From an optimization exercise on the open Yosys and OpenROAD flow, aimed at small area, a short achievable clock period and few clock cycles per item; shortcuts taken in it are not production practice. Only simulation tests tie the RTL to the original design; equivalence was not proved. Power is estimated from default activity; no workload was simulated.

## earliest_free_server_dispatcher_unit
module earliest_free_server_dispatcher_unit #(
  parameter int unsigned NUM_SERVERS = efsd_pkg::NUM_SERVERS_DEF
) (
  input  logic                              clk_i,
  input  logic                              rst_ni,
  input  logic                              req_valid,
  output logic                              req_ready,
  input  logic [efsd_pkg::ARRIVAL_W-1:0]    req_arrival_time,
  input  logic [efsd_pkg::DUR_W-1:0]        req_service_duration,
  output logic                              rsp_valid,
  input  logic                              rsp_ready,
  output logic [efsd_pkg::SERVER_W-1:0]     rsp_assigned_server,
  output logic [efsd_pkg::WAIT_W-1:0]       rsp_wait_time,
  output logic [efsd_pkg::TOTAL_W-1:0]      rsp_total_wait,
  output logic [efsd_pkg::COUNT_W-1:0]      rsp_long_wait_count,
  output logic [efsd_pkg::COUNT_W-1:0]      rsp_requests_seen,
  input  logic                              psel,
  input  logic                              penable,
  input  logic                              pwrite,
  input  logic [efsd_pkg::APB_ADDR_W-1:0]   paddr,
  input  logic [efsd_pkg::APB_DATA_W-1:0]   pwdata,
  output logic [efsd_pkg::APB_DATA_W-1:0]   prdata,
  output logic                              pready
);
Size in the first run: ~1000 flip-flops, about 270 I/O pins, about 74000 um^2 of cells after synthesis.
clock: 10.0 ns
lec_check: 0
cap_margin: 20
core_margin: 2
core_utilization: 30
setup_slack_margin: 5
slew_margin: 20
run.sh (not shown) runs the stock make flow with config.mk's settings and CLKGATE_MAP_FILE= SYNTH_SCRIPT=/design/flow/synth_recipe.tcl, a recipe that flattens the netlist after the stock synthesis.
Testbench counts at the start, summed over its fixed seeds: cycles 3,296, items 3,200.
Then changed:
--- a/flow/design.v
+++ b/flow/design.v
@@ -130,13 +130,12 @@
   logic [DW-1:0]       b_dur_q;
   logic                a_vld_q;
   logic [AW-1:0]       a_arr_q;
   logic [DW-1:0]       a_dur_q;
   logic [NS-1:0]       a_first_q;         
   logic                a_any_q;           
-  logic                s_vld_q;
   logic                o_vld_q;
   logic                mv;                
   logic                proc;              
   logic                a_take;            
   logic                req_acc;
   logic [AW-1:0]       n_arr;             
@@ -149,24 +148,22 @@
   assign n_arr   = b_vld_q ? b_arr_q : req_arrival_time;
   assign n_dur   = b_vld_q ? b_dur_q : req_service_duration;
   always_ff @(posedge clk_i or negedge rst_ni) begin
     if (!rst_ni) begin
       b_vld_q <= 1'b0;
       a_vld_q <= 1'b0;
-      s_vld_q <= 1'b0;
       o_vld_q <= 1'b0;
     end else begin
       if (a_take) begin
         a_vld_q <= b_vld_q || req_acc;
         b_vld_q <= 1'b0;
       end else if (req_acc) begin
         b_vld_q <= 1'b1;
       end
       if (mv) begin
-        s_vld_q <= a_vld_q;
-        o_vld_q <= s_vld_q;
+        o_vld_q <= a_vld_q;
       end
     end
   end
   always_ff @(posedge clk_i) begin
     if (req_acc && !a_take) begin
       b_arr_q <= req_arrival_time;
@@ -292,39 +289,49 @@
             else if (pick_oh[j]) ord_q[i][j] <= !lt_v[i];
           end
         end
       end
     end
   end
-  logic [SW-1:0]       s_srv_q;
-  logic [WW-1:0]       s_wait_q;
   logic [SW-1:0]       o_srv_q;
   logic [WW-1:0]       o_wait_q;
   logic [TW-1:0]       total_q;
   logic [CW-1:0]       long_q;
   logic [CW-1:0]       cnt_q;
-  logic [TW:0]         total_sum;
+  logic [TW:0]         t_x;               
+  logic [TW:0]         t_y;
+  logic [TW:0]         t_z;
+  logic [TW:0]         t_s;
+  logic [TW:0]         t_c;
+  logic [TW:0]         total_sum;         
+  logic [AW:0]         arr_thr;           
   logic [1:0]          long_lg;
-  assign long_lg   = cmp_lg(s_wait_q, {{(WW-efsd_pkg::THRESH_W){1'b0}}, thresh_q});
-  assign total_sum = {1'b0, total_q} + {{(TW+1-WW){1'b0}}, s_wait_q};
+  always_comb begin
+    t_x = {1'b0, total_q};
+    t_y = a_any_q ? '0 : {{(TW+1-BW){1'b0}}, best_q};
+    t_z = a_any_q ? '1 : ~{{(TW+1-AW){1'b0}}, a_arr_q};
+    t_s = t_x ^ t_y ^ t_z;
+    t_c = (t_x & t_y) | (t_x & t_z) | (t_y & t_z);
+    total_sum = t_s + {t_c[TW-1:0], 1'b1};
+  end
+  assign arr_thr = {1'b0, a_arr_q} + {{(AW+1-efsd_pkg::THRESH_W){1'b0}}, thresh_q};
+  assign long_lg = cmp_lg(best_q, {{(BW-AW-1){1'b0}}, arr_thr});
   always_ff @(posedge clk_i) begin
-    if (mv) begin
-      s_srv_q  <= pick_idx;
-      s_wait_q <= wait_val;
-      o_srv_q  <= s_srv_q;
-      o_wait_q <= s_wait_q;
+    if (proc) begin
+      o_srv_q  <= pick_idx;
+      o_wait_q <= wait_val;
     end
   end
   always_ff @(posedge clk_i or negedge rst_ni) begin
     if (!rst_ni) begin
       total_q <= '0;
       long_q  <= '0;
       cnt_q   <= '0;
-    end else if (mv && s_vld_q) begin
+    end else if (proc) begin
       total_q <= total_sum[TW] ? '1 : total_sum[TW-1:0];
-      if (long_lg[0] && long_q != '1) begin
+      if (!a_any_q && long_lg[0] && long_q != '1) begin
         long_q <= long_q + CW'(1);
       end
       if (cnt_q != '1) begin
         cnt_q <= cnt_q + CW'(1);
       end
     end
What happened:
- The new run ran to the end with no violations
- core utilization went down by 0.85 points
- global-route usage went down by 0.87 points
- first-iteration DRC count went down by 9.6%
- die area went up by 1.1%
- clock skew went down by 0.031 ns
- maximum frequency went down by 8.0%
- final area went down by 1.1%
- count of clock-buffer cells in the layout went up by 19
- clock power stays flat
- flip-flop and latch count went down by 37
Testbench counts after the change, summed over its fixed seeds: cycles 3,264, items 3,200.

[static timing again, ports no longer ideal]
In the flow no input, the clock included, has a driving cell. The finished layouts below were timed again as built, in two steps.
Step 1 assumes that a clkbuf_16 drives the clock port and a buf_2 every other input.
Step 2 moves the port delays by t, midway between the first and last clock arrival at a register: inputs arrive t later, outputs are due t later. That takes back most of the time a late clock gives input paths.
a / b / c = ideal / step 1 / step 2; a / b = the first two.
| run | t, ns | setup WS [ns] | worst register clock-pin slew, ns |
|---|---|---|---|
| the first run | 0.938 | 4.561 / 4.561 / 3.739 | 0.07 / 0.07 |
| the second run | 0.954 | 4.086 / 4.093 / 3.172 | 0.07 / 0.07 |
After both steps every run listed still meets setup and hold. The setup slack of the second run, which loses most, moves by +0.007 ns with the drivers and by -0.914 ns with both steps.
